What follows belongs to an exercise in optimizing a design on an open flow for small area; a production flow would make more cautious choices.
In this exercise RTL edits were held to simulation tests only and were not proved equivalent to the original.
Power is estimated from default activity; no workload was simulated.

==> design/flow/design.v <==
`timescale 1ns/1ps
package pcpu_pkg;
    localparam int DATA_W    = 16;
    localparam int ADDR_W    = 8;
    localparam int REG_SEL_W = 3;
    localparam int OP_HI   = 15;
    localparam int OP_LO   = 11;
    localparam int R1_HI   = 10;
    localparam int R1_LO   = 8;
    localparam int R2_HI   = 6;
    localparam int R2_LO   = 4;
    localparam int R3_HI   = 2;
    localparam int R3_LO   = 0;
    localparam int IMM8_HI = 7;
    localparam int IMM8_LO = 0;
    localparam int IMM4_HI = 3;
    localparam int IMM4_LO = 0;
    localparam logic [15:0] NOP_WORD = 16'h0000;
    localparam logic [4:0] NOP  = 5'b00000, HALT = 5'b00001, LOAD = 5'b00010, STORE = 5'b00011,
                           SLL  = 5'b00100, SRL  = 5'b00101, ADD  = 5'b01000, ADDI  = 5'b01001,
                           SUB  = 5'b01010, SUBI = 5'b01011, CMP  = 5'b01100, AND   = 5'b01101,
                           OR   = 5'b01110, XOR  = 5'b01111, LDIH = 5'b10000, JUMP  = 5'b11000,
                           JMPR = 5'b11001, BZ   = 5'b11010, BNZ  = 5'b11011, BN    = 5'b11100,
                           BNN  = 5'b11101, BC   = 5'b11110, BNC  = 5'b11111;
    localparam logic IDLE = 1'b0, EXEC = 1'b1;
endpackage
`timescale 1ns/1ps
import pcpu_pkg::*;
module pcpu (
    input  logic        clock,
    input  logic        reset,
    input  logic        enable,
    input  logic        start,
    input  logic [15:0] i_datain,
    output logic [7:0]  i_addr,
    input  logic [15:0] d_datain,
    output logic [7:0]  d_addr,
    output logic [15:0] d_dataout,
    output logic        d_we,
    input  logic [3:0]  select_y,
    output logic [15:0] y
);
    localparam logic [2:0] S_READ = 3'd0, S_SH4 = 3'd1, S_SH1 = 3'd2, S_LO = 3'd3,
                           S_CLRA = 3'd4, S_CLRB = 3'd5, S_HI = 3'd6, S_PRE = 3'd7;
    logic        run, started;
    logic [7:0]  pc;
    logic        zf, nf, cf;
    logic [2:0]  st;
    logic [2:0]  ph;             
    logic [1:0]  cnt;            
    logic        c8;             
    logic [7:0]  aq;             
    logic [15:0] t;              
    logic [15:0] ring [7];       
    logic [15:0] ir;
    logic [4:0]  op;
    logic [2:0]  f1, f2, f3;
    logic [3:0]  imm4;
    logic [7:0]  imm8;
    logic        go;             
    logic        lo, hi, clr;
    assign ir   = i_datain;
    assign op   = ir[15:11];
    assign f1   = ir[10:8];
    assign f2   = ir[6:4];
    assign f3   = ir[2:0];
    assign imm4 = ir[3:0];
    assign imm8 = ir[7:0];
    assign go   = !run && enable && start;
    assign lo   = (st == S_LO);
    assign hi   = (st == S_HI);
    assign clr  = (st == S_CLRA) || (st == S_CLRB);
    logic is_ldst, is_load, is_store, is_shift, is_arith, is_imm8op, is_ctl, is_ldih, is_halt;
    logic is_sub, is_addsub, is_logic, is_cmp, is_rr, op_and, op_or;
    assign is_ldst   = (op[4:1] == 4'b0001);
    assign is_load   = (op == LOAD);
    assign is_store  = (op == STORE);
    assign is_shift  = (op[4:1] == 4'b0010);
    assign is_arith  = (op[4:3] == 2'b01);
    assign is_imm8op = is_arith && !op[2] && op[0];            
    assign is_rr     = is_arith && !is_imm8op;                  
    assign is_ctl    = (op[4:3] == 2'b11);
    assign is_ldih   = (op == LDIH);
    assign is_halt   = (op == HALT);
    assign is_cmp    = (op == CMP);
    assign is_sub    = is_arith && ((op[2:1] == 2'b01) || (op[2:0] == 3'b100));   
    assign is_addsub = is_arith && !(op[2] && (op[1] || op[0]));                
    assign is_logic  = is_arith && op[2] && (op[1] || op[0]);                   
    assign op_and    = is_logic && (op[1:0] == 2'b01);
    assign op_or     = is_logic && (op[1:0] == 2'b10);
    logic [2:0]  sel, slot;
    logic [3:0]  slot_sum;
    logic [15:0] rd;
    always_comb
    begin
        if (!run)
            sel = select_y[2:0];
        else if (st == S_READ)
            sel = is_shift ? f2 : f3;
        else if (is_ctl)
            sel = (op[2:0] == 3'b000) ? 3'd0 : f1;              
        else if (is_imm8op || (is_store && hi))
            sel = f1;                                            
        else if (is_shift || is_ldih)
            sel = 3'd0;                                          
        else
            sel = f2;
    end
    assign slot_sum = {1'b0, sel} + {1'b0, ph};
    assign slot     = (slot_sum >= 4'd7) ? 3'(slot_sum - 4'd7) : slot_sum[2:0];
    always_comb
    begin
        rd = '0;
        if (sel != 3'd0)
            for (int j = 0; j < 7; j++)
                if (slot == 3'(j)) rd = ring[j];
    end
    logic [7:0] a8, b8, bx, sum8;
    logic [8:0] c;
    logic       cout;
    assign a8 = aq;
    always_ff @(posedge clock)
        aq <= (lo || hi) ? rd[15:8] : rd[7:0];
    always_comb
    begin
        if (is_rr || is_shift)
            b8 = hi ? t[15:8] : t[7:0];
        else if (hi)
            b8 = is_ldih ? imm8 : 8'h00;
        else if (is_ldst)
            b8 = {4'h0, imm4};
        else if (is_ldih)
            b8 = 8'h00;
        else
            b8 = imm8;
    end
    logic [7:0] add8, lres8;
    assign bx   = is_sub ? ~b8 : b8;
    assign c[0] = hi ? c8 : is_sub;
    for (genvar i = 0; i < 8; i++)
    begin : g_add
        assign add8[i]  = a8[i] ^ bx[i] ^ c[i];
        assign c[i + 1] = (a8[i] & bx[i]) | (c[i] & (a8[i] ^ bx[i]));
    end
    assign cout = c[8];
    always_comb
    begin
        if (op_and)
            lres8 = a8 & b8;
        else if (op_or)
            lres8 = a8 | b8;
        else
            lres8 = a8 ^ b8;
    end
    assign sum8 = is_logic ? lres8 : add8;
    logic [15:0] res, wd;
    logic        writes, aligned, ready, wr;
    logic [3:0]  wsum;
    assign res = {sum8, t[7:0]};
    assign wd  = clr ? 16'h0000 : (is_load ? d_datain : res);
    assign writes  = (is_load || is_shift || is_ldih || (is_arith && !is_cmp)) && (f1 != 3'd0);
    assign wsum    = {1'b0, f1} + {1'b0, ph};
    assign aligned = (wsum == 4'd6) || (wsum == 4'd13);
    assign ready   = !writes || aligned;
    assign wr      = clr || (run && hi && writes && aligned);
    always_ff @(posedge clock)
    begin
        ring[0] <= wr ? wd : ring[6];
        for (int j = 1; j < 7; j++)
            ring[j] <= ring[j - 1];
    end
    always_ff @(posedge clock)
    begin
        case (st)
            S_READ:  t <= rd;
            S_SH4:   t <= op[0] ? (t >> 4) : (t << 4);
            S_SH1:   t <= op[0] ? (t >> 1) : (t << 1);
            S_LO:    t[7:0] <= sum8;
            default: t <= t;
        endcase
    end
    always_ff @(posedge clock)
    begin
        if (lo)
            c8 <= cout;
    end
    logic taken, cond;
    always_comb
    begin
        case (op[2:1])
            2'b01:   cond = zf;
            2'b10:   cond = nf;
            2'b11:   cond = cf;
            default: cond = 1'b1;
        endcase
        taken = is_ctl && ((op[2:1] == 2'b00) || (cond ^ op[0]));
    end
    logic [7:0] pc_inc;
    logic [8:0] pc_c;
    assign pc_c[0] = 1'b1;
    for (genvar i = 0; i < 8; i++)
    begin : g_inc
        assign pc_inc[i]   = pc[i] ^ pc_c[i];
        assign pc_c[i + 1] = pc[i] & pc_c[i];
    end
    logic [1:0] cnt_inc;
    assign cnt_inc = cnt + 2'd1;
    always_ff @(posedge clock)
    begin
        if (st == S_READ || cnt_inc == (st == S_SH4 ? imm4[3:2] : imm4[1:0]))
            cnt <= 2'd0;
        else
            cnt <= cnt_inc;
    end
    always_ff @(posedge clock or negedge reset)
    begin
        if (!reset)
            ph <= 3'd0;
        else
            ph <= (ph == 3'd6) ? 3'd0 : ph + 3'd1;
    end
    always_ff @(posedge clock or negedge reset)
    begin
        if (!reset)
        begin
            run     <= 1'b0;
            started <= 1'b0;
            st      <= S_READ;
            pc      <= '0;
            zf      <= 1'b0;
            nf      <= 1'b0;
            cf      <= 1'b0;
        end
        else if (!run)
        begin
            st <= S_READ;
            if (go)
            begin
                run     <= 1'b1;
                started <= 1'b1;
                st      <= S_CLRA;
            end
        end
        else
        begin
            if (!enable)
                run <= 1'b0;
            case (st)
                S_CLRA:
                    if (ph == 3'd6)
                        st <= S_CLRB;
                S_CLRB:
                    if (ph == 3'd5)
                        st <= S_READ;
                S_READ:
                begin
                    if (is_halt)
                        run <= 1'b0;
                    else if (is_shift && imm4[3:2] != 2'd0)
                        st <= S_SH4;
                    else if (is_shift && imm4[1:0] != 2'd0)
                        st <= S_SH1;
                    else
                        st <= S_PRE;
                end
                S_SH4:
                    if (cnt_inc == imm4[3:2])
                        st <= (imm4[1:0] != 2'd0) ? S_SH1 : S_PRE;
                S_SH1:
                    if (cnt_inc == imm4[1:0])
                        st <= S_PRE;
                S_PRE:
                    st <= S_LO;
                S_LO:
                    st <= S_HI;
                default:
                    if (ready)
                    begin
                        st <= S_READ;
                        pc <= taken ? t[7:0] : pc_inc;
                        if (is_arith || is_shift)
                        begin
                            zf <= (res == 16'h0000);
                            nf <= res[15];
                        end
                        if (is_addsub)
                            cf <= cout ^ is_sub;
                        else if (is_logic)
                            cf <= 1'b0;
                    end
            endcase
        end
    end
    assign i_addr    = pc;
    assign d_addr    = t[7:0];
    assign d_dataout = rd;
    assign d_we      = run && hi && is_store;
    always_comb
    begin
        y = '0;
        if (select_y == 4'd0)
        begin
            y[12]   = d_we;
            y[11]   = run;
            y[10:8] = {zf, nf, cf};
            y[7:0]  = pc;
        end
        else if (!select_y[3] && started)
            y = rd;
    end
endmodule
==> design/flow/flow/run.sh <==
#!/bin/bash
# Layout flow: the standard flow (standard.sh) with changes that only
# affect which cells implement the logic:
#  - synthesis maps the logic with an area-oriented ABC script (area.abc:
#    a 30-second &deepsyn restructuring, then area mapping with amap);
#    everything else in synthesis, registers included, is the standard flow's own
#  - the port buffers are buf_1 cells
#  - clock tree synthesis uses small clock buffers and no dummy loads
# Each tool's output goes to a log file of its own in this folder.
set -euo pipefail
W=$(pwd)
F=$W/flow

# Synthesis script: the standard flow's, with ABC's mapping script replaced
first=$(head -n 1 synth_recipe.tcl)
if [[ "$first" != 'proc synth {args} { yosys synth -nofsm -noshare {*}$args }' ]]; then
  echo "unexpected synth_recipe.tcl first line: $first" >&2
  exit 1
fi
{
  echo 'proc synth {args} {'
  echo '  uplevel #0 { set abc_args [list -script $::env(AREA_ABC_SCRIPT) {*}$lib_args {*}$lib_dont_use_args -constr $::env(OBJECTS_DIR)/abc.constr] }'
  echo '  yosys synth -nofsm -noshare {*}$args'
  echo '}'
  tail -n +2 synth_recipe.tcl
} > area_synth.tcl

# standard.sh with the synthesis script replaced
sed "s#SYNTH_SCRIPT=[^ ]*#SYNTH_SCRIPT=$W/area_synth.tcl#" standard.sh > area_standard.sh
grep -q "SYNTH_SCRIPT=$W/area_synth.tcl" area_standard.sh

export AREA_ABC_SCRIPT=$F/area.abc
export BUFFER_PORTS_ARGS="-buffer_cell sky130_fd_sc_hd__buf_1"
export CTS_ARGS="-sink_clustering_enable -repair_clock_nets -dont_use_dummy_load -buf_list {sky130_fd_sc_hd__clkbuf_2 sky130_fd_sc_hd__clkbuf_4 sky130_fd_sc_hd__clkbuf_8}"

bash area_standard.sh finish > $W/flow_make.log 2>&1
test -f $W/out/final.def
==> design/flow/flow/area.abc <==
strash
&get -n
&deepsyn -T 30
&put
dch -f
amap
strash
dch
amap
topo
stime -c
==> design/flow/standard.sh <==
#!/bin/bash
# synth_recipe.tcl (not shown) runs the flow's synth.tcl, then flattens the netlist and writes it again
# the make line also repeats each setting of config.mk as NAME=value (left out here)
make -C /OpenROAD-flow-scripts/flow DESIGN_CONFIG=/design/flow/config.mk WORK_HOME=/design/flow/orfs CLKGATE_MAP_FILE= SYNTH_SCRIPT=/design/flow/synth_recipe.tcl "${@:-finish}"
==> design/flow/config.mk <==
export PLATFORM = sky130hd
export DESIGN_NAME = pcpu
export DESIGN_NICKNAME = pcpu
export VERILOG_FILES = /design/flow/design.v
export SDC_FILE = /design/flow/constraint.sdc
export NUM_CORES = 4
export LEC_CHECK = 0
export CAP_MARGIN = 0
export CORE_MARGIN = 2
export CORE_UTILIZATION = 80
export GPL_TIMING_DRIVEN = 0
export SLEW_MARGIN = 0
==> design/flow/constraint.sdc <==
create_clock -name core_clock -period 10.0 [get_ports {clock}]
set_input_delay 2.0000 -clock core_clock [delete_from_list [all_inputs] [get_ports {clock}]]
set_output_delay 2.0000 -clock core_clock [all_outputs]
set_load 0.01 [all_outputs]
==> results.ini, run 1 <==
[yosys]
netlist_instances = 732
synth-edff-count = 17
synth_top_family_by_area = compound AO/OA/AOI/OAI gates
synth_top_flop_cell = dfxtp_1
synth_area_leader_cell = dfxtp_1
synth-compound-area-share_pct = 25.5
synth_area_sq_um = 6940
ys_ff_latch = 158
muxShareOfSynthArea_pct = 0
syn_nets = 811
ys_async_sr_fraction_pct = 12.0
ys_seq_area_share_pct = 49.4
ys_types = 43
yosysWarnings = 2
synthSimpleGateAreaFrac_pct = 9.38
post_synth.cell_area_avg_sq_um = 9.48
synthAdderAreaFrac_pct = 8.12
synth_top_cell_area_share_pct = 35.2
synth_xor_area_share_pct = 0
synth.area.top_cells = dfxtp_1, edfxtp_1, dfrtp_1, clkinv_1, ha_1

[floorplan]
die_h_microns = 97.1
rows = 33
die_x_microns = 97.1
io_pins = 89
initial_core_util_pct = 83.6

[clocking]
cts_setup_buffers = 0
htreeDepth = 4
cts_sinks = 158
numCtsBuffers = 17
cts_buffer_depth = 2
cts_hold_buf = 0
cts_root_buf = clkbuf_8

[status]
status = did not finish
lastStage = 5_1_grt
toolErrorMsg = [ERROR GRT-0232] Routing congestion too high. Check the congestion heatmap in the GUI.

[place]
dp_hpwl_microns = 16700
place_ws_ns = -0.950
io_buffer_count = 88
gp_congestion = 1.16
dpl-instance-area_sq_um = 7520
placed_cells = 933

[global_routing]
grt_util_all_layers_pct = 73.7
grt_max_degree = 20
overflow = 29

[timing]
crit_endpoint = y[7]
worst_endpoint_kind = top-level output

==> logic make-up after synthesis <==
group	after synthesis
compound gates	250
flops	158
simple gates	153
buf+inv	132
fa+ha+maj	39
==> how the worst min path moves through the flow <==
stage | start | endpoint | slack, ns | depth (start not counted)
2_1_floorplan | ring[0][14] | ring[1][14] | 0.33 | 0
3_3_place_gp | ring[5][12] | ring[6][12] | 0.33 | 0
3_5_place_dp | ring[4][14] | ring[5][14] | 0.34 | 0
4_1_cts | ring[4][6] | ring[5][6] | 0.33 | 0
==> cell usage after synthesis, types with 13 or more instances <==
cell        n
o22ai_1    45
o21ai_0    38
o221ai_1   29
nor2_1     65
ha_1       29
edfxtp_1   17
clkinv_1  124
a222oi_1   19
nor3_1     13
a22oi_1    26
dfxtp_1   122
dfrtp_1    19
nand2_1    50
a21oi_1    32
==> layer usage <==
metal	GRT overflow	GRT usage (%)
met1	0	74.3
met2	10	91.3
met3	1	56.8
met4	18	72.7
met5	0	19.8
==> timing repair <==
| action | in CTS |
|---|---|
| gates resized for setup | 12 |
| endpoints found under the setup margin | 32 |
| endpoints found under the hold margin | 0 |
==> per-stage QoR <==
step	utilization [%]	TNS (ns)
4_1_cts	94.0	0
3_5_place_dp	90.7	-19.75
2_1_floorplan	-	0
3_3_place_gp	89.2	-44.90
==> power by group through the flow <==
stage	logic (mW)	registers (mW)	clock network, mW
after global placement	0.725	1.03	0
after detailed placement	0.794	1.05	0
after floorplan	0.492	1.00	0
after CTS	0.836	1.05	0.345
==> run 2: changes to the inputs <==
--- a/design/flow/config.mk
+++ b/design/flow/config.mk
@@ -7,6 +7,6 @@
 export LEC_CHECK = 0
-export CAP_MARGIN = 0
+export CAP_MARGIN = 5
 export CORE_MARGIN = 2
-export CORE_UTILIZATION = 80
+export CORE_UTILIZATION = 65
 export GPL_TIMING_DRIVEN = 0
-export SLEW_MARGIN = 0
+export SLEW_MARGIN = 5
==> run 2 against run 1 <==
Now clean on timing, DRC and antenna. Synthesized cell count decreased by 1.2%. Synthesized area decreased by 0.54%.
==> results.ini, run 2 <==
[critical_path]
crit_type = input port to output port
cpMostUsedCell = clkinv_1
crit_required_ns = 8.00
cp-end-kind = output port
crit_fanout = 14
crit_buf_inv = 9
cp-start-kind = input port
crit_arrival_ns = 7.66
cp_cell_sequence = buf_2 -> clkinv_2 -> nor2_2 -> inv_2 -> o32ai_2 -> nand4_1 -> o221ai_1 -> ha_1 -> clkinv_1 -> fa_1 -> clkinv_1 -> ha_1 -> clkinv_1 -> o21ai_1 -> a2bb2o_1 -> o21ai_1 -> nand2_1 -> nor2_4 -> buf_12 -> nand2_1 -> nand4_1 -> clkinv_1 -> o21ai_0 -> buf_1
crit_family = compound AO/OA/AOI/OAI gates
critPathSlowestCell = fa_1
critical-path-max-stage-delay_ns = 0.51

[power]
leakage_nw = 2.90
finalPower_mw = 1.67
ir_drop_mv = 0.143
powerDensity_nw_per_um2 = 213

[timing]
post-route-period-util_pct = 96.6
grt_setup_unrepaired = false
finalMaxSlewViolations = 0
worst_slew_pin_slew_ns = 1.40
setup-violations-final = 0
max_freq_ghz = 0.104
clock_skew_ns = 0.0314
maxSlewHeadroom_pct = 6.28
min_period_ns = 9.66
finalHoldViolations = 0

[clocking]
numCtsBuffers = 17  ; unchanged
cts_tree = done
cts_buffer_depth = 2  ; unchanged
htreeDepth = 4  ; unchanged
cts_sinks = 158  ; unchanged
cts_root_buf = clkbuf_8
insertion_delay_ns = 0.45
cts.reportedPaths.clkPinSlew_ns = 0.09
cts_hold_buf = 0  ; unchanged

[floorplan]
io_pins = 89  ; unchanged
die_x_microns = 107  ; +10%
die_h_microns = 107  ; +10%
core_sq_um = 10300
rows = 37  ; +12%
die_area_sq_um = 11500
initial_core_util_pct = 66.8  ; -17 points

[yosys]
syn_nets = 802  ; -1.1%
ys_ff_latch = 158  ; unchanged
synth-edff-count = 17  ; unchanged
netlist_instances = 723  ; -1.2%
synth_area_leader_cell = dfxtp_1
synth.area.top_cells = dfxtp_1, edfxtp_1, dfrtp_1, clkinv_1, ha_1
synth_top_cell_area_share_pct = 35.4  ; +0.19 points
synth_top_flop_cell = dfxtp_1
ys_types = 44  ; +2.3%
synth_area_sq_um = 6900  ; -0.54%
ys_async_sr_fraction_pct = 12.0  ; unchanged
yosys.cell_count.top_type = dfxtp_1
post_synth.cell_area_avg_sq_um = 9.54  ; +0.70%
ys_seq_area_share_pct = 49.7  ; +0.27 points
yosysWarnings = 2  ; unchanged
synth_commonest_cells = dfxtp_1, clkinv_1, nor2_1, nand2_1, o22ai_1

[cells_and_area]
multi_input_area_sq_um = 3030
antenna_cells = 0
top_regs = ring (112), t (16)
most-common-layout-cells = dfxtp_1, clkinv_1, buf_1
areaGrowthSynthToFinish_pct = 13.6
nFillCells = 727
drive_gt1_share_pct = 6.07
seqCellArea_sq_um = 3430
final_common_cell = dfxtp_1
regMostFlops = ring
fin_area_sq_um = 7840
finalNetCount = 921
largest_register_ff_count = 112

[job]
max_cap_violations = 0

[route]
routed_wirelength_microns = 22100
vias = 6652
drtPass1Iterations = 9
drtIter0Drc = 1200
viasPerCell = 6.82
wl_per_cell_microns = 22.7
drc_errors = 0
drtAntennaViolNets = 0

[global_routing]
overflow = 0
antenna_found_initial = 0
grt_util_all_layers_pct = 38.7
grt_pass1_wl_microns = 33600
grt_max_degree = 20
grt_pass1_vias = 6273

[place]
dp_hpwl_microns = 15900  ; -4.7%
io_buffer_count = 88  ; unchanged
gp_congestion = 1.01  ; -13%
dpl-instance-area_sq_um = 7450  ; -1.0%

[status]
status = no timing/DRC/antenna violations

[hold_path]
hold_class = flop to flop

run 2: cell count changes after synthesis, sizes merged, moves of 4 or more:
cell | before | now
a211oi | 8 | 4
o22ai | 45 | 49
nand3 | 5 | 14
o21ai | 38 | 34
clkinv | 124 | 117
o211ai | 10 | 0
a21oi | 32 | 26
a22oi | 26 | 36
o22a | 6 | 1
o221ai | 29 | 14
a222oi | 19 | 34
run 2: worst paths after layout:
| path | from | endpoint | slack (ns) | cells after the start |
|---|---|---|---|---|
| setup / recovery | i_datain[11] | y[0] | 0.34 | 24 |
| hold / removal | ring[2][9] | ring[3][9] | 0.33 | 0 |
| setup reg to reg | st[2] | zf | 2.50 | 22 |
| hold reg to reg | ring[2][9] | ring[3][9] | 0.33 | 0 |
| max in group asynchronous | reset | pc[3] | 7.52 | 1 |
| min in group asynchronous | reset | ph[0] | 1.76 | 1 |
run 2: area by class of cell:
class / instances / area share, %
multi-input combinational: 440 / 38.6
timing repair buffer: 100 / 6.08
clock buffer: 17 / 2.98
inverter: 117 / 5.63
buffer: 8 / 0.766
sequential: 158 / 43.7
tap: 136 / 2.17
run 2: kinds of logic after synthesis:
kind of cell    Yosys count  share of synthesized area [%]
compound gates          235                           24.6
fa+ha+maj                39                           8.16
buf+inv                 125                           7.23
flops                   158                           49.7
simple gates            166                           10.4
run 2: stage by stage:
stage	hold WS, ns	instances	setup TNS (ns)	worst slack, ns	util [%]
floorplan	0.330	723	0	1.14	-
global placement	0.332	947	-36.15	-1.52	71.7
detailed placement	0.336	950	-27.52	-1.20	72.1
CTS	0.333	973	0	0.0231	75.4
global route	0.335	976	0	0.0290	75.9
finish	0.331	976	0	0.338	75.9
run 2: metal layers:
metal | routed length (microns) | GRT usage (%) | share of wire (%) | vias up
met2 | 10300 | 61.9 | 47 | 470
met4 | 935 | 16.9 | 4.2 | 0
met5 | 0 | 0 | 0 | -
met3 | 2530 | 10.4 | 11 | 108
li1 | - | - | - | 2915
met1 | 8340 | 49.5 | 38 | 3159
run 2: power by group:
group	leakage (nW)	internal [mW]	total [mW]	switching [mW]
registers	1.40	0.718	0.808	0.0901
clock network	0.122	0.150	0.345	0.195
logic	1.37	0.172	0.518	0.346
total	2.90	1.04	1.67	0.631
run 2: timing repair:
action / in CTS / in global routing
endpoints found under the setup margin: 32 / 27
buffers inserted: 6 / 3
resized for setup: 11 / 5
pin swaps: 2 / 1
hold endpoints to repair: 0 / 0
==> run 3: changes to the inputs <==
--- a/design/flow/design.v
+++ b/design/flow/design.v
@@ -110,11 +110,16 @@
     assign slot     = (slot_sum >= 4'd7) ? 3'(slot_sum - 4'd7) : slot_sum[2:0];
+    logic [6:0]   slot_oh;
+    logic [111:0] ring_flat;
     always_comb
     begin
-        rd = '0;
+        slot_oh = '0;
         if (sel != 3'd0)
-            for (int j = 0; j < 7; j++)
-                if (slot == 3'(j)) rd = ring[j];
+            slot_oh[slot] = 1'b1;
     end
-    logic [7:0] a8, b8, bx, sum8;
-    logic [8:0] c;
+    for (genvar j = 0; j < 7; j++)
+    begin : g_flat
+        assign ring_flat[16 * j +: 16] = ring[j];
+    end
+    read_port u_read_port (.slots(ring_flat), .sel_oh(slot_oh), .rd(rd));
+    logic [7:0] a8, b8, sum8;
     logic       cout;
@@ -136,21 +141,4 @@
     end
-    logic [7:0] add8, lres8;
-    assign bx   = is_sub ? ~b8 : b8;
-    assign c[0] = hi ? c8 : is_sub;
-    for (genvar i = 0; i < 8; i++)
-    begin : g_add
-        assign add8[i]  = a8[i] ^ bx[i] ^ c[i];
-        assign c[i + 1] = (a8[i] & bx[i]) | (c[i] & (a8[i] ^ bx[i]));
-    end
-    assign cout = c[8];
-    always_comb
-    begin
-        if (op_and)
-            lres8 = a8 & b8;
-        else if (op_or)
-            lres8 = a8 | b8;
-        else
-            lres8 = a8 ^ b8;
-    end
-    assign sum8 = is_logic ? lres8 : add8;
+    alu8 u_alu8 (.a(a8), .b(b8), .sub(is_sub), .cin(hi ? c8 : is_sub), .logic_op(is_logic),
+                 .op_and(op_and), .op_or(op_or), .y(sum8), .cout(cout));
     logic [15:0] res, wd;
@@ -311 +299,39 @@
 endmodule
+module read_port (
+    input  logic [111:0] slots,
+    input  logic [6:0]   sel_oh,
+    output logic [15:0]  rd
+);
+    always_comb
+    begin
+        rd = '0;
+        for (int j = 0; j < 7; j++)
+            rd = rd | (slots[16 * j +: 16] & {16{sel_oh[j]}});
+    end
+endmodule
+module alu8 (
+    input  logic [7:0] a,
+    input  logic [7:0] b,
+    input  logic       sub,
+    input  logic       cin,
+    input  logic       logic_op,
+    input  logic       op_and,
+    input  logic       op_or,
+    output logic [7:0] y,
+    output logic       cout
+);
+    logic [7:0] bx, p, g;
+    logic [8:0] c;
+    assign bx   = sub ? ~b : b;
+    assign p    = a ^ bx;
+    assign g    = a & bx;
+    assign c[0] = cin;
+    for (genvar i = 0; i < 8; i++)
+    begin : g_bit
+        assign c[i + 1] = g[i] | (c[i] & p[i]);
+        assign y[i]     = !logic_op ? (p[i] ^ c[i]) :
+                          op_and    ? g[i] :
+                          op_or     ? (p[i] | g[i]) : p[i];
+    end
+    assign cout = c[8];
+endmodule
--- a/design/flow/flow/run.sh
+++ b/design/flow/flow/run.sh
@@ -4,4 +4,5 @@
 #  - synthesis maps the logic with an area-oriented ABC script (area.abc:
-#    a 30-second &deepsyn restructuring, then area mapping with amap);
-#    everything else in synthesis, registers included, is the standard flow's own
+#    a 30-second &deepsyn restructuring, then area mapping with amap) and
+#    leaves full adders to ABC (no ADDER_MAP_FILE step); everything else in
+#    synthesis, registers included, is the standard flow's own
 #  - the port buffers are buf_1 cells
@@ -27,5 +28,5 @@
 
-# standard.sh with the synthesis script replaced
-sed "s#SYNTH_SCRIPT=[^ ]*#SYNTH_SCRIPT=$W/area_synth.tcl#" standard.sh > area_standard.sh
-grep -q "SYNTH_SCRIPT=$W/area_synth.tcl" area_standard.sh
+# standard.sh with the synthesis script replaced and no adder mapping step
+sed "s#SYNTH_SCRIPT=[^ ]*#SYNTH_SCRIPT=$W/area_synth.tcl ADDER_MAP_FILE=#" standard.sh > area_standard.sh
+grep -q "SYNTH_SCRIPT=$W/area_synth.tcl ADDER_MAP_FILE=" area_standard.sh
 
--- a/design/flow/config.mk
+++ b/design/flow/config.mk
@@ -12 +12,3 @@
 export SLEW_MARGIN = 5
+export SYNTH_HIERARCHICAL = 1
+export SYNTH_MINIMUM_KEEP_SIZE = 0
==> run 3 against run 2 <==
Clock skew fell by 0.0025 ns. Clock-buffer cell count did not move. Synthesized area shrank 4.0%. Utilization shrank 0.67 points. Sequential cell count unchanged. Largest cell class unchanged. Die area fell by 3.8%. Critical path depth up 1. Power is 4.2% lower.
==> results.ini, run 3 <==
[status]
status = no timing/DRC/antenna violations

[global_routing]
grt_pass1_vias = 6380  ; +1.7%
grt_pass1_wl_microns = 33200  ; -1.1%
antenna_found_initial = 1  ; +1
grt_util_all_layers_pct = 39.0  ; +0.29 points
grt_max_degree = 20  ; unchanged
overflow = 0  ; unchanged

[route]
wl_per_cell_microns = 21.5  ; -5.3%
viasPerCell = 6.61  ; -2.9%
routed_wirelength_microns = 21500  ; -3.1%
drtIter0Drc = 816  ; -32%
drtAntennaViolNets = 0  ; unchanged
drc_errors = 0  ; unchanged
drtPass1Iterations = 7  ; -2
vias = 6608  ; -0.66%

[floorplan]
die_area_sq_um = 11000  ; -3.8%
core_sq_um = 9820  ; -4.9%
die_x_microns = 105  ; -1.9%
die_h_microns = 105  ; -1.9%
initial_core_util_pct = 67.5  ; +0.65 points
rows = 36  ; -2.7%
io_pins = 89  ; unchanged

[yosys]
synth-edff-count = 17  ; unchanged
ys_seq_area_share_pct = 51.7  ; +2.0 points
synth_area_leader_cell = dfxtp_1
yosysWarnings = 9  ; +7
syn_nets = 799  ; -0.37%
post_synth.cell_area_avg_sq_um = 8.73  ; -8.5%
netlist_instances = 759  ; +5.0%
ys_types = 35  ; -20%
synth_top_flop_cell = dfxtp_1
yosys.cell_count.top_type = dfxtp_1
synth_commonest_cells = dfxtp_1, nor2_1, clkinv_1, o22ai_1, nand3_1
synth_top_cell_area_share_pct = 36.9  ; +1.5 points
ys_async_sr_fraction_pct = 12.0  ; unchanged
synth.area.top_cells = dfxtp_1, edfxtp_1, dfrtp_1, nor2_1, clkinv_1
ys_ff_latch = 158  ; unchanged
synth_area_sq_um = 6630  ; -4.0%

[critical_path]
crit_type = input port to output port
cp-start-kind = input port
critical-path-max-stage-delay_ns = 0.81  ; +0.30 ns
crit_arrival_ns = 7.50  ; -0.16 ns
crit_family = simple AND/OR/NAND/NOR gates
crit_required_ns = 8.00  ; about the same
crit_buf_inv = 7  ; -2
cp-end-kind = output port
crit_fanout = 16  ; +2
critPathSlowestCell = nor2_2
cpMostUsedCell = clkinv_1

[power]
switchingPower_mw = 0.609  ; -3.5%
switching_share_pct = 38.0  ; +0.29 points
seqPwrFrac_pct = 47.3  ; -1.1 points
comb_power_share_pct = 30.4  ; -0.6 points
powerDensity_nw_per_um2 = 217  ; +1.6%
ir_drop_mv = 0.145  ; +1.5%
p_clk_share_pct = 22.3  ; +1.6 points
leakage_nw = 2.60  ; -10%
p_int_mw = 0.992  ; -4.6%

[cells_and_area]
fin_cells = 999  ; +2.4%
top_regs = ring (112), t (16)
seqCellArea_sq_um = 3430  ; unchanged
final_common_cell = dfxtp_1
largest_register_ff_count = 112  ; unchanged
areaGrowthSynthToFinish_pct = 11.5
nFillCells = 806  ; +11%
multi_input_area_sq_um = 2730  ; -10%
drive_gt1_share_pct = 3.81  ; -2.3 points
finalNetCount = 908  ; -1.4%
antenna_cells = 0  ; unchanged
regMostFlops = ring
most-common-layout-cells = dfxtp_1, clkinv_1, nor2_1

[timing]
finalHoldViolations = 0  ; unchanged
min_period_ns = 9.50  ; -0.162 ns
worst_slew_pin_slew_ns = 1.25  ; -0.154 ns
clock_skew_ns = 0.0288  ; -0.00253 ns
grt_setup_unrepaired = false
max_freq_ghz = 0.105  ; +1.7%
maxSlewHeadroom_pct = 16.9  ; +11 points
setup_tns_ns = 0  ; unchanged
post-route-period-util_pct = 95.0  ; -1.6 points
setup-violations-final = 0  ; unchanged
finalMaxSlewViolations = 0  ; unchanged

[clocking]
cts_sinks = 158  ; unchanged
cts_setup_buffers = 0  ; -6
htreeDepth = 4  ; unchanged
cts_tree = done
ctsResizeCount = 0  ; -11
numCtsBuffers = 17  ; unchanged
cts_hold_buf = 0  ; unchanged
cts.reportedPaths.clkPinSlew_ns = 0.09  ; about the same
cts_buffer_depth = 2  ; unchanged
insertion_delay_ns = 0.46  ; about the same
cts_root_buf = clkbuf_8

[place]
placed_cells = 981  ; +3.3%
dp_hpwl_microns = 14800  ; -7.0%
io_buffer_count = 88  ; unchanged
gp_congestion = 1.01  ; +0.68%

[hold_path]
hold_class = flop to flop

[job]
max_cap_violations = 0  ; unchanged

## run 3: final timing paths
kind | startpoint | slack [ns] | cells past startpoint | end
max | i_datain[12] | 0.50 | 25 | y[11]
min | ring[2][7] | 0.33 | 0 | ring[3][7]
max reg2reg | st[2] | 2.94 | 23 | t[14]
min reg2reg | ring[2][7] | 0.33 | 0 | ring[3][7]
max in group asynchronous | reset | 7.51 | 1 | ph[2]
min in group asynchronous | reset | 1.76 | 1 | zf
## run 3: layer usage
metal	track usage (%)	routed length, microns
met3	9.86	2630
met1	49.0	8090
met5	0	0
met4	21.3	1030
met2	61.6	9710
## run 3: cell families after synthesis
group | share of synthesized area (%)
compound gates | 24.8
buf+inv | 7.42
flops | 51.7
simple gates | 16.1
## run 3: final cells by class
| type | count | area share (%) |
|---|---|---|
| Clock buffer | 17 | 3.17 |
| Tap cell | 133 | 2.25 |
| Timing Repair Buffer | 90 | 4.67 |
| Sequential cell | 158 | 46.4 |
| Multi-Input combinational cell | 478 | 36.9 |
| Buffer | 8 | 0.813 |
| Inverter | 115 | 5.84 |
## run 3: worst reg2reg max path, cell delays in order (launching register included)
cell and delay (ns):
dfrtp_1 0.50, clkinv_1 0.50, nor3_1 0.93, clkinv_1 0.35, nor3_1 0.22, o22ai_1 0.13, nand3b_1 0.23, nor2_1 0.11
o32ai_1 0.09, o21ai_0 0.16, nor2b_1 0.24, nor3_1 0.07, nor3_1 0.25, clkinv_1 0.09, o21ai_0 0.57, clkinv_1 0.31
or2_0 0.34, nor2_2 0.81, a22oi_1 0.18, nand3_1 0.22, clkinv_1 0.22, o22ai_1 0.25, nor2_1 0.08, o21ai_0 0.08
## run 3: metrics by stage
| stage | total power [mW] | setup WS [ns] | utilization (%) | cell area (sq um) | hold WS (ns) |
|---|---|---|---|---|---|
| after floorplan | 1.06 | 2.06 | - | 6630 | 0.330 |
| after global placement | 1.21 | 0.347 | 72.6 | 7120 | 0.333 |
| after detailed placement | 1.23 | 0.601 | 72.7 | 7140 | 0.338 |
| after CTS | 1.56 | 0.606 | 75.1 | 7370 | 0.331 |
| after global routing | 1.66 | 0.0633 | 75.3 | 7390 | 0.336 |
| final | 1.60 | 0.500 | 75.3 | 7390 | 0.330 |
## run 3: power by group through the flow
stage	combinational, mW	clock (mW)	sequential, mW
after CTS	0.458	0.351	0.755
final	0.487	0.358	0.757
after global placement	0.443	0	0.764
after detailed placement	0.457	0	0.768
after global routing	0.518	0.377	0.762
after floorplan	0.301	0	0.758
## run 3: Yosys stat by module, one instance, submodules excluded
module / flip-flops and latches / cells / area (sq um) / times used
read_port: 0 / 64 / 480 / 1
pcpu: 158 / 616 / 5750 / 1
alu8: 0 / 79 / 395 / 1
==> run 4: changes to the inputs <==
--- a/design/flow/design.v
+++ b/design/flow/design.v
@@ -143,3 +143,3 @@
                  .op_and(op_and), .op_or(op_or), .y(sum8), .cout(cout));
-    logic [15:0] res, wd;
+    logic [15:0] res;
     logic        writes, aligned, ready, wr;
@@ -147,3 +147,2 @@
     assign res = {sum8, t[7:0]};
-    assign wd  = clr ? 16'h0000 : (is_load ? d_datain : res);
     assign writes  = (is_load || is_shift || is_ldih || (is_arith && !is_cmp)) && (f1 != 3'd0);
@@ -153,5 +152,8 @@
     assign wr      = clr || (run && hi && writes && aligned);
+    logic [15:0] ring_in;
+    ring_input u_ring_input (.keep(ring[6]), .load_data(d_datain), .result(res),
+                             .wr(wr), .clr(clr), .is_load(is_load), .y(ring_in));
     always_ff @(posedge clock)
     begin
-        ring[0] <= wr ? wd : ring[6];
+        ring[0] <= ring_in;
         for (int j = 1; j < 7; j++)
@@ -337 +339,22 @@
 endmodule
+module ring_input (
+    input  logic [15:0] keep,
+    input  logic [15:0] load_data,
+    input  logic [15:0] result,
+    input  logic        wr,
+    input  logic        clr,
+    input  logic        is_load,
+    output logic [15:0] y
+);
+    always_comb
+    begin
+        if (!wr)
+            y = keep;
+        else if (clr)
+            y = '0;
+        else if (is_load)
+            y = load_data;
+        else
+            y = result;
+    end
+endmodule
==> run 4 against run 3 <==
Still clean. Cell count decreased by 3.1%. Worst setup slack lost 0.023 ns. Synthesized area down 1.2%. Via count is 0.73% higher. Critical endpoint is now y[6]. Largest cell class unchanged. Largest power group unchanged.
==> results.ini, run 4 <==
[status]
status = no timing/DRC/antenna violations

[global_routing]
grt_pass1_vias = 6231  ; -2.3%
grt_util_all_layers_pct = 40.3  ; +1.3 points
overflow = 0  ; unchanged
grt_max_degree = 20  ; unchanged
antenna_found_initial = 0  ; -1
grt_pass1_wl_microns = 33700  ; +1.4%

[route]
drtIter0Drc = 1209  ; +48%
routed.top_layer = met4
wl_met1_microns = 8000  ; -1.1%
viasPerCell = 6.88  ; +4.0%
drc_errors = 0  ; unchanged
wl_per_cell_microns = 22.6  ; +5.3%
vias = 6656  ; +0.73%
met2_length_microns = 9820  ; +1.1%
drtAntennaViolNets = 0  ; unchanged
wl_met3_microns = 2900  ; +10%
routed_wirelength_microns = 21900  ; +2.0%
drtPass1Iterations = 10  ; +3

[critical_path]
r2r-start = st[2]
crit_arrival_ns = 7.52  ; +0.02 ns
crit_family = simple AND/OR/NAND/NOR gates
cp_cell_sequence = buf_1 -> clkinv_1 -> nor2_1 -> o22ai_1 -> or3_1 -> a31oi_1 -> nor2b_1 -> a21oi_1 -> nor2_1 -> o22ai_1 -> nand2_1 -> a21oi_1 -> or2_0 -> nand2_1 -> a31oi_1 -> a31oi_1 -> clkinv_1 -> or2_0 -> nor2_4 -> a222oi_1 -> nand3_1 -> clkinv_1 -> o22ai_1 -> buf_1
critPathSlowestCell = nor2_4
crit_type = input port to output port
r2r_slack_ns = 2.93  ; about the same
r2r_cells = 26  ; +13%
crit_buf_inv = 5  ; -2
cp-end-kind = output port
r2r-end = t[12]
crit_fanout = 16  ; unchanged
cp-start-kind = input port
crit_required_ns = 8.00  ; about the same
critical-path-max-stage-delay_ns = 0.47  ; -0.34 ns

[place]
gp_congestion = 1.09  ; +7.9%
placed_cells = 951  ; -3.1%
dpl-instance-area_sq_um = 7100  ; -0.54%
dp_hpwl_microns = 15700  ; +6.1%
io_buffer_count = 88  ; unchanged

[timing]
finalHoldViolations = 0  ; unchanged
max_freq_ghz = 0.105  ; -0.25%
setup-violations-final = 0  ; unchanged
setup_tns_ns = 0  ; unchanged
maxSlewHeadroom_pct = 26.1  ; +9.1 points
whs_ns = 0.342  ; +0.0126 ns
grt_setup_unrepaired = false
worst_slew_pin_slew_ns = 1.11  ; -0.137 ns
post-route-period-util_pct = 95.2  ; +0.23 points
min_period_ns = 9.52  ; +0.0234 ns
clock_skew_ns = 0.0258  ; -0.00300 ns
finalMaxSlewViolations = 0  ; unchanged

[yosys]
muxShareOfSynthArea_pct = 0  ; unchanged
post_synth.cell_area_avg_sq_um = 9.02  ; +3.2%
ys_types = 41  ; +17%
synth-edff-count = 17  ; unchanged
synth.area.top_cells = dfxtp_1, edfxtp_1, dfrtp_1, clkinv_1, nor2_1
synth_commonest_cells = dfxtp_1, clkinv_1, nor2_1, o22ai_1
synth_area_leader_cell = dfxtp_1
synthAdderAreaFrac_pct = 0  ; unchanged
syn_nets = 766  ; -4.1%
ys_async_sr_fraction_pct = 12.0  ; unchanged
synth_top_flop_cell = dfxtp_1
synthSimpleGateAreaFrac_pct = 13.7  ; -2.4 points
yosys.cell_count.top_type = dfxtp_1
synth_xor_area_share_pct = 0  ; unchanged
ys_ff_latch = 158  ; unchanged
yosysWarnings = 11  ; +2
ys_seq_area_share_pct = 52.4  ; +0.65 points
synth_top_cell_area_share_pct = 37.3  ; +0.46 points
synth-compound-area-share_pct = 27.0  ; +2.2 points
synth_top_family_by_area = compound AO/OA/AOI/OAI gates
synth_area_sq_um = 6550  ; -1.2%
netlist_instances = 726  ; -4.3%

[cells_and_area]
areaGrowthSynthToFinish_pct = 12.6
drive_gt1_share_pct = 4.67  ; +0.86 points
largest_register_ff_count = 112  ; unchanged
top_regs = ring (112), t (16)
fin_cells = 968  ; -3.1%
final_common_cell = dfxtp_1
most-common-layout-cells = dfxtp_1, clkinv_1, nor2_1
finalNetCount = 877  ; -3.4%
regMostFlops = ring
antenna_cells = 0  ; unchanged
fin_area_sq_um = 7370  ; -0.32%

[hold_path]
hp-start = ring[1][7]
hold_class = flop to flop
holdPathStages = 0  ; unchanged
hold_end = ring[2][7]

[clocking]
cts.reportedPaths.clkPinSlew_ns = 0.07  ; -0.02 ns
cts_buffer_depth = 2  ; unchanged
htreeDepth = 4  ; unchanged
insertion_delay_ns = 0.46  ; about the same
cts_root_buf = clkbuf_8
numCtsBuffers = 17  ; unchanged
cts_sinks = 158  ; unchanged
cts_hold_buf = 0  ; unchanged
cts_tree = done

[floorplan]
die_x_microns = 104  ; -0.60%
die_h_microns = 104  ; -0.60%
initial_core_util_pct = 67.0  ; -0.53 points
io_pins = 89  ; unchanged
die_area_sq_um = 10900  ; -1.2%
rows = 36  ; unchanged
core_sq_um = 9770  ; -0.46%

[job]
max_cap_violations = 0  ; unchanged

[power]
finalPower_mw = 2.53  ; +58%
ir_drop_mv = 0.251  ; +73%
leakage_nw = 2.64  ; +1.6%
powerDensity_nw_per_um2 = 343  ; +59%

## run 4: changes by cell type in the layout (fill, tap and decap cells not counted), sizes merged, moves of 10 or more
cell and delta:
o221ai -26, nand3 -21, a222oi +20, a21oi +15, nor2 -14, clkinv -10
o22ai -10
## run 4: per-module statistics from Yosys (local to each module, per instance)
module,flip-flops and latches,times used,cell area (sq um)
pcpu,158,1,5430
read_port,0,1,480
alu8,0,1,395
ring_input,0,1,236
## run 4: stage by stage
stage	setup slack (ns)	util, %
detailed placement	0.299	72.6
global placement	0.444	72.0
CTS	0.201	75.0
floorplan	2.13	-
global route	0.0533	75.4
finish	0.476	75.4
## run 4: timing repair
item / in CTS / in global routing
resized for setup: 0 / 5
endpoints found under the setup margin: 0 / 14
setup buffers: 0 / 0
## run 4: logic make-up after synthesis
| family | count (synthesis) |
|---|---|
| buffers and inverters | 113 |
| flip-flops | 158 |
| AO/OA/AOI/OAI | 249 |
| AND/OR/NAND/NOR | 206 |
## run 4: cell type report
cell class / count / area, sq um
clock buffer: 17 / 234
tap: 133 / 166
multi-input combinational: 455 / 2720
fill: 739 / 2410
buffer: 8 / 60.1
timing repair buffer: 92 / 365
sequential: 158 / 3430
inverter: 105 / 394
## run 4: worst max path at each step
stage / start / depth (start not counted) / to / slack (ns)
2_1_floorplan: i_datain[14] / 20 / y[12] / 2.13
3_3_place_gp: i_datain[11] / 24 / y[7] / 0.44
3_5_place_dp: i_datain[11] / 24 / y[6] / 0.30
4_1_cts: i_datain[11] / 24 / y[1] / 0.20
5_1_grt: i_datain[11] / 24 / y[6] / 0.05
6_report: i_datain[11] / 24 / y[6] / 0.48
## run 4: routing by layer
metal | track usage, % | vias up
met5 | 0 | -
met4 | 21.6 | 0
met3 | 11.9 | 118
met2 | 62.2 | 559
met1 | 51.0 | 3052
li1 | - | 2927
## run 4: report_power, final
group	total, mW	switching [mW]	internal (mW)
combinational	1.05	0.724	0.331
clock	0.351	0.201	0.150
sequential	1.12	0.192	0.933
==> run 5: changes to the inputs <==
--- a/design/flow/design.v
+++ b/design/flow/design.v
@@ -161,12 +161,14 @@
     end
+    logic [6:0]  t_sel;
+    logic [15:0] t_nx;
+    assign t_sel[0] = (st == S_READ);
+    assign t_sel[1] = (st == S_SH4) && !op[0];
+    assign t_sel[2] = (st == S_SH4) && op[0];
+    assign t_sel[3] = (st == S_SH1) && !op[0];
+    assign t_sel[4] = (st == S_SH1) && op[0];
+    assign t_sel[5] = lo;
+    assign t_sel[6] = !(t_sel[0] || (st == S_SH4) || (st == S_SH1) || lo);
+    t_next u_t_next (.t(t), .rd(rd), .sum8(sum8), .sel(t_sel), .y(t_nx));
     always_ff @(posedge clock)
-    begin
-        case (st)
-            S_READ:  t <= rd;
-            S_SH4:   t <= op[0] ? (t >> 4) : (t << 4);
-            S_SH1:   t <= op[0] ? (t >> 1) : (t << 1);
-            S_LO:    t[7:0] <= sum8;
-            default: t <= t;
-        endcase
-    end
+        t <= t_nx;
     always_ff @(posedge clock)
@@ -360 +362,16 @@
 endmodule
+module t_next (
+    input  logic [15:0] t,
+    input  logic [15:0] rd,
+    input  logic [7:0]  sum8,
+    input  logic [6:0]  sel,
+    output logic [15:0] y
+);
+    assign y = ({16{sel[0]}} & rd)
+             | ({16{sel[1]}} & (t << 4))
+             | ({16{sel[2]}} & (t >> 4))
+             | ({16{sel[3]}} & (t << 1))
+             | ({16{sel[4]}} & (t >> 1))
+             | ({16{sel[5]}} & {t[15:8], sum8})
+             | ({16{sel[6]}} & t);
+endmodule
==> run 5 against run 4 <==
Synthesized area shrank 1.9%. Utilization increased by 0.74 points. Clock-buffer cell count unchanged. Critical endpoint is now y[4]. First-iteration DRC count fell by 20%. Sequential share of layout area fell by 2.2 points. Clock skew about the same. Non-clock buffer count increased by 8.
==> results.ini, run 5 <==
[yosys]
ys_types = 40  ; -2.4%
ys_seq_area_share_pct = 50.9  ; -1.5 points
netlist_instances = 723  ; -0.41%
synth-edff-count = 1  ; -16
synthAdderAreaFrac_pct = 0  ; unchanged
syn_nets = 763  ; -0.39%
synth_area_sq_um = 6420  ; -1.9%
synth_xor_area_share_pct = 0  ; unchanged
muxShareOfSynthArea_pct = 0  ; unchanged
synth.area.top_cells = dfxtp_1, dfrtp_1, clkinv_1, a222oi_1, nor2_1
synth_top_family_by_area = compound AO/OA/AOI/OAI gates
ys_ff_latch = 158  ; unchanged
synthSimpleGateAreaFrac_pct = 14.2  ; +0.48 points
synth_top_cell_area_share_pct = 43.0  ; +5.7 points
yosys.cell_count.top_type = dfxtp_1
ys_async_sr_fraction_pct = 12.0  ; unchanged
post_synth.cell_area_avg_sq_um = 8.88  ; -1.5%
synth_top_flop_cell = dfxtp_1
yosysWarnings = 11  ; unchanged
synth_area_leader_cell = dfxtp_1
synth_commonest_cells = dfxtp_1, clkinv_1, nor2_1, nand2_1, o22ai_1
synth-compound-area-share_pct = 27.7  ; +0.67 points

[cells_and_area]
final_common_cell = dfxtp_1
top_regs = ring (112), t (16)
largest_register_ff_count = 112  ; unchanged
drive_gt1_share_pct = 5.72  ; +1.1 points
areaGrowthSynthToFinish_pct = 14.8
most-common-layout-cells = dfxtp_1, clkinv_1, buf_1
regMostFlops = ring
antenna_cells = 0  ; unchanged
fin_cells = 972  ; +0.41%
utilization_pct = 76.1  ; +0.74 points
finalNetCount = 881  ; +0.46%

[timing]
min_period_ns = 9.46  ; -0.0601 ns
grt_setup_unrepaired = false
setup_tns_ns = 0  ; unchanged
post-route-period-util_pct = 94.6  ; -0.60 points
clock_skew_ns = 0.0261  ; +0.000245 ns
finalMaxSlewViolations = 0  ; unchanged
setup-violations-final = 0  ; unchanged
max_freq_ghz = 0.106  ; +0.64%
final.setup.worst_slack_ns = 0.536  ; +0.0601 ns
worst_slew_pin_slew_ns = 1.21  ; +0.0981 ns
finalHoldViolations = 0  ; unchanged
maxSlewHeadroom_pct = 18.9  ; -7.2 points

[floorplan]
rows = 36  ; unchanged
die_x_microns = 103  ; -0.93%
die_area_sq_um = 10700  ; -1.9%
io_pins = 89  ; unchanged
core_sq_um = 9680  ; -0.92%
die_h_microns = 103  ; -0.93%
initial_core_util_pct = 66.3  ; -0.68 points

[clocking]
cts_buffer_depth = 2  ; unchanged
htreeDepth = 4  ; unchanged
cts_sinks = 158  ; unchanged
insertion_delay_ns = 0.46  ; about the same
cts_hold_buf = 0  ; unchanged
cts.reportedPaths.clkPinSlew_ns = 0.09  ; +0.02 ns
numCtsBuffers = 17  ; unchanged
cts_root_buf = clkbuf_8
cts_tree = done

[critical_path]
cp-startpoint = i_datain[11]
crit_type = input port to output port
crit_fanout = 16  ; unchanged
cpMostUsedCell = clkinv_1
critical-path-max-stage-delay_ns = 0.50  ; +0.03 ns
r2r_cells = 27  ; +3.8%
r2r_slack_ns = 3.05  ; +0.12 ns
crit_family = compound AO/OA/AOI/OAI gates
cp_cell_sequence = buf_1 -> clkinv_1 -> nor2_1 -> nor2_1 -> o21ai_1 -> nor3_1 -> o21ai_0 -> nor3_1 -> a2111oi_2 -> clkinv_1 -> a21oi_1 -> nand2_1 -> o21a_1 -> a21oi_1 -> a22oi_1 -> o22ai_2 -> clkinv_1 -> nor2_4 -> a22oi_1 -> nand3_1 -> clkinv_1 -> o22ai_1 -> buf_1
endpoint = y[4]
r2r-end = t[8]
cp-start-kind = input port
crit_required_ns = 8.00  ; about the same
critPathSlowestCell = nor2_4
path_depth = 23  ; -4.2%
crit_buf_inv = 6  ; +1
crit_arrival_ns = 7.46  ; -0.06 ns
r2r-start = st[2]
cp-end-kind = output port

[global_routing]
grt_pass1_vias = 6176  ; -0.88%
overflow = 0  ; unchanged
grt_pass1_wl_microns = 32100  ; -4.7%
grt_util_all_layers_pct = 40.1  ; -0.21 points
grt_util_met3_pct = 12.4  ; +0.46 points
grt.busiest_layer = met2
global_route.usage.met1_pct = 50.2  ; -0.80 points
use_met2_pct = 61.0  ; -1.2 points
antenna_found_initial = 0  ; unchanged
grt_max_degree = 20  ; unchanged

[hold_path]
hold_class = flop to flop
holdPathStages = 0  ; unchanged

[place]
placed_cells = 948  ; -0.32%
dp_hpwl_microns = 15100  ; -3.6%
place_ws_ns = -0.218  ; -0.517 ns
io_buffer_count = 88  ; unchanged
gp_congestion = 0.936  ; -14%

[power]
powerDensity_nw_per_um2 = 312  ; -9.1%
leakage_nw = 2.66  ; +0.94%
ir_drop_mv = 0.209  ; -17%

[route]
wl_per_cell_microns = 22.1  ; -2.3%
viasPerCell = 6.76  ; -1.7%
drtIter0Drc = 965  ; -20%
vias = 6573  ; -1.2%
drc_errors = 0  ; unchanged
drtAntennaViolNets = 0  ; unchanged
routed_wirelength_microns = 21500  ; -1.9%
drtPass1Iterations = 8  ; -2

[status]
status = no timing/DRC/antenna violations

[job]
max_cap_violations = 0  ; unchanged

-- run 5: changes by cell type after synthesis, moves of 4 or more --
cell,previous run,this run
o32ai_1,8,4
a21oi_1,35,18
a31oi_1,13,9
dfxtp_1,122,138
nand3_1,20,33
edfxtp_1,17,1
a222oi_1,36,40
a221oi_1,4,14
nand2_1,35,43
o22ai_1,39,43
o221ai_1,11,15
a21o_1,0,4
nor2_1,105,89
-- run 5: worst reg2reg max path, stage by stage (launching register included) --
cell and delay, ns:
dfrtp_1 0.60, clkinv_1 0.26, nor2_1 0.85, nand3_1 0.42, o21ai_1 0.33, nor3_1 0.10
o21ai_0 0.23, nor3_1 0.12, a2111oi_2 0.37, clkinv_1 0.21, nor2_1 0.18, nor2_1 0.06
nor2_1 0.14, o21ai_0 0.15, nor2b_1 0.19, nand2_1 0.09, o21a_1 0.14, a21oi_1 0.08
a22oi_1 0.22, o22ai_2 0.23, clkinv_1 0.22, nor2_4 0.10, buf_12 0.17, a222oi_1 0.36
nand3_1 0.24, a222oi_1 0.39, o21ai_0 0.15, a221o_1 0.27
-- run 5: final cells by class --
cell class              count  area (sq um)
clock buffers              17           234
plain buffers               9          63.8
repair buffers             99           470
multi-input cells         449          2770
well taps                 133           166
fillers                   725          2310
inverters                 107           402
flip-flops and latches    158          3270
-- run 5: worst min path at each step --
stage / from / end / slack [ns]
4_1_cts: ring[5][14] / ring[6][14] / 0.33
6_report: ring[5][11] / ring[6][11] / 0.33
3_3_place_gp: ring[3][9] / ring[4][9] / 0.33
2_1_floorplan: ring[3][0] / ring[4][0] / 0.33
3_5_place_dp: ring[5][15] / ring[6][15] / 0.34
5_1_grt: ring[3][14] / ring[4][14] / 0.33
-- run 5: report_power, final --
part | total [mW] | switching [mW] | internal [mW]
Sequential | 1.05 | 0.173 | 0.877
Clock | 0.351 | 0.201 | 0.150
Combinational | 0.902 | 0.603 | 0.299
-- run 5: layer usage --
metal | vias up | wire length, microns
met2 | 493 | 10000
li1 | 2938 | -
met1 | 3056 | 7730
met5 | - | 0
met4 | 0 | 1120
met3 | 86 | 2620
-- run 5: kinds of logic (layout without fill, tap and decap cells) --
family,Yosys count,after routing
and+or+nand+nor,208,208
AOI/OAI and AO/OA,241,241
buffers and inverters,116,232
DFF,158,158
-- run 5: per-module statistics from Yosys (local to each module, per instance) --
| module | area [sq um] | flip-flops and latches |
|---|---|---|
| alu8 | 395 | 0 |
| ring_input | 236 | 0 |
| read_port | 480 | 0 |
| pcpu | 4850 | 158 |
| t_next | 454 | 0 |
-- run 5: what timing repair did --
action                                  CTS  global route
pin swaps                                 0             4
setup buffers                             0             7
endpoints found under the setup margin   16            32
gates resized for setup                   6            12
-- run 5: metrics by stage --
step,instance area [sq um],hold WS (ns),power [mW]
after floorplan,6420,0.330,1.53
after global placement,6920,0.332,1.81
final,7370,0.329,2.30
after CTS,7220,0.332,2.21
after detailed placement,6970,0.337,1.86
after global routing,7370,0.331,2.40
==> run 6: changes to the inputs <==
--- a/design/flow/design.v
+++ b/design/flow/design.v
@@ -128,15 +128,10 @@
         aq <= (lo || hi) ? rd[15:8] : rd[7:0];
-    always_comb
-    begin
-        if (is_rr || is_shift)
-            b8 = hi ? t[15:8] : t[7:0];
-        else if (hi)
-            b8 = is_ldih ? imm8 : 8'h00;
-        else if (is_ldst)
-            b8 = {4'h0, imm4};
-        else if (is_ldih)
-            b8 = 8'h00;
-        else
-            b8 = imm8;
-    end
+    logic [3:0] b_sel;
+    logic       b_t;
+    assign b_t      = is_rr || is_shift;
+    assign b_sel[0] = b_t && !hi;
+    assign b_sel[1] = b_t && hi;
+    assign b_sel[2] = !b_t && !hi && is_ldst;
+    assign b_sel[3] = !b_t && (hi ? is_ldih : !(is_ldst || is_ldih));
+    b_operand u_b_operand (.t(t), .imm8(imm8), .sel(b_sel), .y(b8));
     alu8 u_alu8 (.a(a8), .b(b8), .sub(is_sub), .cin(hi ? c8 : is_sub), .logic_op(is_logic),
@@ -377 +372,12 @@
 endmodule
+module b_operand (
+    input  logic [15:0] t,
+    input  logic [7:0]  imm8,
+    input  logic [3:0]  sel,
+    output logic [7:0]  y
+);
+    assign y = ({8{sel[0]}} & t[7:0])
+             | ({8{sel[1]}} & t[15:8])
+             | ({8{sel[2]}} & {4'h0, imm8[3:0]})
+             | ({8{sel[3]}} & imm8);
+endmodule
==> run 6 against run 5 <==
Synthesized cell count decreased by 2.1%. Largest power group unchanged. First-iteration DRC count up 3.8%. Via count is 0.49% lower. Wire length increased by 0.54%. Hold slack worse by 0.0032 ns. Still clean. Utilization down 1.2 points. Highest routed layer unchanged. Largest cell class unchanged.
==> results.ini, run 6 <==
[status]
status = no timing/DRC/antenna violations

[floorplan]
io_pins = 89  ; unchanged
die_x_microns = 103  ; -0.21%
initial_core_util_pct = 66.3  ; about the same
rows = 36  ; unchanged
die_area_sq_um = 10600  ; -0.43%
die_h_microns = 103  ; -0.21%
core_sq_um = 9640  ; -0.47%

[timing]
max_freq_ghz = 0.104  ; -1.4%
maxSlewHeadroom_pct = 15.5  ; -3.4 points
finalMaxSlewViolations = 0  ; unchanged
setup-violations-final = 0  ; unchanged
whs_ns = 0.326  ; -0.00318 ns
clock_skew_ns = 0.0334  ; +0.00735 ns
final.setup.worst_slack_ns = 0.401  ; -0.136 ns
min_period_ns = 9.60  ; +0.136 ns
grt_setup_unrepaired = false
finalHoldViolations = 0  ; unchanged
worst_slew_pin_slew_ns = 1.27  ; +0.0602 ns
setup_tns_ns = 0  ; unchanged
post-route-period-util_pct = 96.0  ; +1.4 points

[yosys]
ys_async_sr_fraction_pct = 12.0  ; unchanged
ys_ff_latch = 158  ; unchanged
ys_types = 43  ; +7.5%
synth_top_cell_area_share_pct = 43.2  ; +0.19 points
syn_nets = 748  ; -2.0%
synth_commonest_cells = dfxtp_1, clkinv_1, nor2_1, a222oi_1, nand2_1
yosys.cell_count.top_type = dfxtp_1
yosysWarnings = 11  ; unchanged
synth-edff-count = 1  ; unchanged
synth_area_sq_um = 6390  ; -0.45%
synth_top_flop_cell = dfxtp_1
synth.area.top_cells = dfxtp_1, a222oi_1, dfrtp_1, clkinv_1, nor2_1
synth_area_leader_cell = dfxtp_1
netlist_instances = 708  ; -2.1%
ys_seq_area_share_pct = 51.1  ; +0.23 points
post_synth.cell_area_avg_sq_um = 9.03  ; +1.7%

[global_routing]
grt_pass1_wl_microns = 32500  ; +1.3%
antenna_found_initial = 0  ; unchanged
grt_pass1_vias = 5982  ; -3.1%
grt_util_all_layers_pct = 41.2  ; +1.1 points
grt_max_degree = 20  ; unchanged
overflow = 0  ; unchanged

[critical_path]
endpoint = y[6]
crit_family = simple AND/OR/NAND/NOR gates
crit_fanout = 11  ; -5
crit_type = input port to output port
critPathSlowestCell = nor2_1
r2r_slack_ns = 3.65  ; +0.60 ns
cp-startpoint = i_datain[13]
crit_buf_inv = 6  ; unchanged
r2r-start = st[0]
crit_arrival_ns = 7.60  ; +0.14 ns
r2r_cells = 24  ; -11%
path_depth = 24  ; +4.3%
crit_required_ns = 8.00  ; about the same
critical-path-max-stage-delay_ns = 0.61  ; +0.11 ns
r2r-end = t[8]
cp-start-kind = input port
cp_cell_sequence = buf_1 -> clkinv_1 -> nor3_4 -> o22ai_1 -> clkinv_1 -> o21ai_0 -> nor3_1 -> a32oi_1 -> o31ai_1 -> nand2_1 -> a211oi_1 -> nand2b_1 -> nor2_1 -> nor2_1 -> nand2_1 -> o21ai_0 -> nand2_1 -> nor2_1 -> buf_4 -> a222oi_1 -> nand3_1 -> clkinv_1 -> o21ai_0 -> buf_1
cp-end-kind = output port

[power]
p_clk_share_pct = 15.7  ; +0.5 points
finalPower_mw = 2.22  ; -3.4%
p_int_mw = 1.28  ; -3.6%
powerDensity_nw_per_um2 = 308  ; -1.4%
switching_share_pct = 42.5  ; +0.14 points
switchingPower_mw = 0.946  ; -3.1%
comb_power_share_pct = 37.3  ; -1.9 points
seqPwrFrac_pct = 47.0  ; +1.4 points
ir_drop_mv = 0.240  ; +15%
leakage_nw = 2.60  ; -2.3%

[cells_and_area]
final_common_cell = dfxtp_1
areaGrowthSynthToFinish_pct = 13.0
most-common-layout-cells = dfxtp_1, clkinv_1, buf_1
largest_register_ff_count = 112  ; unchanged
fin_area_sq_um = 7220  ; -2.0%
utilization_pct = 74.9  ; -1.2 points
antenna_cells = 0  ; unchanged
regMostFlops = ring
drive_gt1_share_pct = 4.88  ; -0.84 points
top_regs = ring (112), t (16)
fin_cells = 953  ; -2.0%
nFillCells = 766  ; +5.7%
finalNetCount = 862  ; -2.2%

[route]
routed_wirelength_microns = 21600  ; +0.54%
drtAntennaViolNets = 0  ; unchanged
drc_errors = 0  ; unchanged
vias = 6541  ; -0.49%
drtIter0Drc = 1002  ; +3.8%
drtPass1Iterations = 10  ; +2
viasPerCell = 6.86  ; +1.5%
wl_per_cell_microns = 22.7  ; +2.5%

[place]
gp_congestion = 0.965  ; +3.0%
io_buffer_count = 88  ; unchanged
placed_cells = 936  ; -1.3%
dpl-instance-area_sq_um = 6970  ; about the same
place_ws_ns = 0.176  ; +0.394 ns
dp_hpwl_microns = 15400  ; +1.8%

[clocking]
cts_setup_buffers = 0  ; unchanged
cts_hold_buf = 0  ; unchanged
cts.reportedPaths.clkPinSlew_ns = 0.08  ; about the same
cts_buffer_depth = 2  ; unchanged
ctsResizeCount = 0  ; -6
numCtsBuffers = 17  ; unchanged
cts_tree = done
htreeDepth = 4  ; unchanged
insertion_delay_ns = 0.45  ; about the same
cts_root_buf = clkbuf_8
cts_sinks = 158  ; unchanged

[hold_path]
hold_class = flop to flop

[job]
max_cap_violations = 0  ; unchanged

## run 6: changes by cell type after synthesis, sizes merged, moves of 3 or more
cell / change
nor2b: +5
o22ai: -13
a21oi: +6
nand3: -7
a222oi: +8
nor2: -3
o221ai: -6
clkinv: -9
o31ai: +3
## run 6: final cells by class
cell class                      count  area [sq um]  area share [%]
Multi-Input combinational cell    443          2730            37.8
Sequential cell                   158          3270            45.3
Buffer                              9          63.8           0.884
Inverter                           98           368            5.09
Clock buffer                       17           234            3.24
Tap cell                          133           166            2.30
Timing Repair Buffer               95           390            5.41
## run 6: how the worst min path moves through the flow
| stage | startpoint | end | cells past startpoint |
|---|---|---|---|
| final | ring[5][4] | ring[6][4] | 0 |
| after global routing | ring[5][4] | ring[6][4] | 0 |
| after CTS | ring[2][4] | ring[3][4] | 0 |
| after detailed placement | ring[2][4] | ring[3][4] | 0 |
| after global placement | ring[3][4] | ring[4][4] | 0 |
| after floorplan | ring[3][0] | ring[4][0] | 0 |
## run 6: power groups by stage
stage	clock network, mW	registers (mW)	logic (mW)
floorplan	0	0.977	0.513
finish	0.348	1.05	0.831
global route	0.373	1.06	0.890
detailed placement	0	1.04	0.788
CTS	0.346	1.03	0.797
global placement	0	1.02	0.754
## run 6: Yosys stat by module, one instance, submodules excluded
module / copies in the design / area [sq um] / flops+latches / cells
pcpu: 1 / 4710 / 158 / 442
read_port: 1 / 480 / 0 / 64
t_next: 1 / 454 / 0 / 71
alu8: 1 / 395 / 0 / 79
ring_input: 1 / 236 / 0 / 35
b_operand: 1 / 116 / 0 / 17
## run 6: logic make-up after synthesis
| logic type | after synthesis | synth area share [%] |
|---|---|---|
| AOI/OAI and AO/OA | 241 | 28.2 |
| and+or+nand+nor | 202 | 13.9 |
| DFF | 158 | 51.1 |
| buffers and inverters | 107 | 6.76 |
## run 6: layer usage
metal | vias to the layer above | track usage [%] | wire length [microns]
met1 | 3084 | 52.8 | 8050
li1 | 2901 | - | -
met2 | 462 | 63.8 | 9890
met3 | 94 | 11.8 | 2590
met5 | - | 0 | 0
met4 | 0 | 21.0 | 1060
## run 6: worst register-to-register path: stages, from the launching register on
cell and delay, ns:
dfrtp_1 0.52, clkinv_1 0.25, nand3_1 0.31, clkinv_1 0.24
nand3_1 0.24, o21ai_0 0.25, nor3_1 0.41, a32oi_1 0.14
o31ai_1 0.48, nand2_1 0.14, a211oi_1 0.28, nand2b_1 0.18
nor2_1 0.06, nor2_1 0.11, nand2_1 0.08, a31oi_1 0.22
or2_0 0.24, or2_0 0.21, nor2_1 0.19, buf_4 0.29
a222oi_1 0.33, nand3_1 0.28, a222oi_1 0.38, o21ai_0 0.12
a221o_1 0.27

==> port drivers added, routing unchanged <==
In the flow no input, the clock included, has a driving cell. The finished layouts below were timed again as built, in two steps.
Step 1 (the two cells are an assumption about what drives the block):
set clk [get_ports {clock}]
set_driving_cell -lib_cell sky130_fd_sc_hd__clkbuf_16 $clk
set_driving_cell -lib_cell sky130_fd_sc_hd__buf_2 [delete_from_list [all_inputs] $clk]
Step 2 also shifts input and output timing later by t, the mid clock arrival at the registers, as if the neighbouring blocks saw the same clock.
Three values: ideal ports, drivers, drivers and shift; two values: the first two.
run | t, ns | setup WS [ns] | hold WS [ns] | slew at the worst register clock pin (ns)
run 2 | 0.470 | 0.338 / 0.318 / 0.318 | 0.331 / 0.331 / 0.331 | 0.09 / 0.09
run 3 | 0.481 | 0.500 / 0.478 / 0.478 | 0.330 / 0.330 / 0.330 | 0.09 / 0.09
run 4 | 0.485 | 0.476 / 0.453 / 0.453 | 0.342 / 0.342 / 0.342 | 0.09 / 0.09
run 5 | 0.483 | 0.536 / 0.508 / 0.508 | 0.329 / 0.329 / 0.329 | 0.09 / 0.09
run 6 | 0.471 | 0.401 / 0.378 / 0.378 | 0.326 / 0.326 / 0.326 | 0.09 / 0.09
After both steps every run listed still meets setup and hold. The setup slack of run 5, which loses most, moves by -0.028 ns with the drivers and by -0.028 ns with both steps.
